What follows belongs to an exercise in optimizing a design on an open flow for small area; a production flow would make more cautious choices. The RTL was checked by simulation tests, not by an equivalence proof against the original design. Power figures rest on the tool's default switching activity, not on a simulated workload.

## job 101
==> flow/design.v (excerpt) <==
module lcd_rect_fill_streamer_top (
    input  wire logic                  i_clk,
    input  wire logic                  i_rst_n,
    input  wire logic                  i_req_valid,
    output logic                       i_req_ready,
    input  wire logic                  i_req_kind,
    input  wire logic signed [15:0]    i_req_origin_col,
    input  wire logic signed [15:0]    i_req_origin_row,
    input  wire logic signed [15:0]    i_req_rect_width,
    input  wire logic signed [15:0]    i_req_rect_height,
    input  wire logic [15:0]           i_req_fill_color,
    output logic                       o_res_valid,
    input  wire logic                  o_res_ready,
    output logic [1:0]                 o_res_status,
    output logic [7:0]                 o_res_spi_byte,
    output logic                       o_res_is_data,
    output logic                       o_res_release_select,
    output logic                       o_res_fill_done,
    input  wire logic                  psel,
    input  wire logic                  penable,
    input  wire logic                  pwrite,
    input  wire logic [lrf_pkg::CFG_ADDR_W-1:0] paddr,
    input  wire logic [31:0]           pwdata,
    output logic [31:0]                prdata,
    output logic                       pready
);
Size in the first run: ~170 I/O pins, ~0.0056 sq mm of cells after synthesis.
export LEC_CHECK = 0
export CAP_MARGIN = 20
export CORE_MARGIN = 2
export CORE_UTILIZATION = 60
export PLACE_DENSITY = 0.92
export SLEW_MARGIN = 20
create_clock -name core_clock -period 10.0 [get_ports {i_clk}]
standard.sh (not shown) runs the stock make flow with config.mk's settings and CLKGATE_MAP_FILE= SYNTH_SCRIPT=/design/flow/synth_recipe.tcl, a recipe that flattens the netlist after the stock synthesis.
==> flow/flow/run.sh <==
#!/bin/bash
# Layout flow: the standard synthesis, then the same synthesis with an area-oriented
# ABC script; its netlist is used if its registers match the standard one exactly (names
# and cell types). Then the standard ORFS layout, with port buffers of the smallest cell.
set -uo pipefail
HERE=$PWD
RES=$HERE/orfs/results/$FLOW_PLATFORM/lcd_rect_fill_streamer_top/base

bash standard.sh synth > std_synth.log 2>&1 || exit 1
cp $RES/1_2_yosys.v std_1_2_yosys.v

export MY_ABC_SCRIPT=$HERE/flow/area.abc
make -C $FLOW_HOME DESIGN_CONFIG=$HERE/config.mk WORK_HOME=$HERE/area_orfs CLKGATE_MAP_FILE= \
  SYNTH_SCRIPT=$HERE/flow/my_synth.tcl synth > area_synth.log 2>&1
AREA_NET=$HERE/area_orfs/results/$FLOW_PLATFORM/lcd_rect_fill_streamer_top/base/1_2_yosys.v

if [[ -s $AREA_NET ]]; then
  python3 flow/regs.py std_1_2_yosys.v > regs_std.txt
  python3 flow/regs.py $AREA_NET > regs_area.txt
  if [[ -s regs_std.txt ]] && cmp -s regs_std.txt regs_area.txt; then
    echo "using area netlist" > choice.log
    cp $AREA_NET $RES/1_2_yosys.v
    rm -f $RES/1_synth.odb $RES/1_synth.sdc
  else
    echo "registers differ; using standard netlist" > choice.log
  fi
else
  echo "area synthesis failed; using standard netlist" > choice.log
fi

export BUFFER_PORTS_ARGS="-buffer_cell sky130_fd_sc_hd__buf_1"
# One tie cell per constant instead of one per constant output port.
export SKIP_REPAIR_TIE_FANOUT=1
# Clock tree from a few mid-size buffers over large sink clusters, without dummy loads.
export CTS_ARGS="-sink_clustering_enable -repair_clock_nets -buf_list sky130_fd_sc_hd__clkbuf_8 -root_buf sky130_fd_sc_hd__clkbuf_8 -sink_clustering_size 25 -sink_clustering_max_diameter 100 -dont_use_dummy_load"
bash standard.sh finish > standard_flow.log 2>&1
Other scripts of this flow, unchanged in this note and not shown: flow/flow/area.abc, flow/flow/my_synth.tcl, flow/flow/regs.py
The following lists how job 102 was set up differently from job 101:
# job 101
export LEC_CHECK = 0
export CAP_MARGIN = 20
export CORE_MARGIN = 2
export CORE_UTILIZATION = 60
export PLACE_DENSITY = 0.92
export SLEW_MARGIN = 20
create_clock -name core_clock -period 10.0 [get_ports {i_clk}]
# job 102
export LEC_CHECK = 0
export CAP_MARGIN = 20
export CORE_MARGIN = 2
export CORE_UTILIZATION = 60
export PLACE_DENSITY = 0.8
export SLEW_MARGIN = 20
create_clock -name core_clock -period 10.0 [get_ports {i_clk}]
Notes after the runs:
- In terms of clock network fraction of design power, job 102 and job 101 differ only marginally.
- Non-filler instance count after layout (job 102 over job 101): increase, 0.37%
- Job 102 packs its core tighter than job 101.
- Clock power essentially unchanged between job 101 and job 102.
- Setup slack of the critical path after layout in job 102 is 0.15 ns higher than in job 101
- Compared to job 101, the routing of job 102 uses less wire.
- Looking at placed wire-length estimate after detailed placement across job 102 and job 101, the one that comes out higher is job 101.
- The combinational power was comparable across job 102 and job 101.
- Cmp job 102 vs job 101: number of non-clock buffers in the layout higher in job 102
- Measured against job 101, the first-iteration DRC count of job 102 comes out at 0.878 times the reference value.

re-timing with driven ports:
How much do the figures lean on ideal ports? The routed layouts below were timed once more, with nothing changed but the port constraints.
Step 1 sets driving cells, clkbuf_16 on the clock port and buf_2 on the other inputs (assumed; they add their load-dependent delay and slew).
Step 2, shift: input delay + t, output delay - t, t = (earliest + latest rising clock arrival at the registers) / 2. This alone moves slack from input paths to output paths.
Three values: no drivers, after step 1, after step 2; two values: the first two.
| run | t, ns | slack for setup (ns) | worst setup path at the end | worst slew at a driven data input, ns | pins driven straight from the clock port |
|---|---|---|---|---|---|
| job 101 | 0.391 | 0.752 / 0.752 / 0.752 | register to register | 0.05 | 1 |
| job 102 | 0.387 | 0.906 / 0.906 / 0.906 | register to register | 0.04 | 1 |
After both steps setup and hold are still met in every run listed.
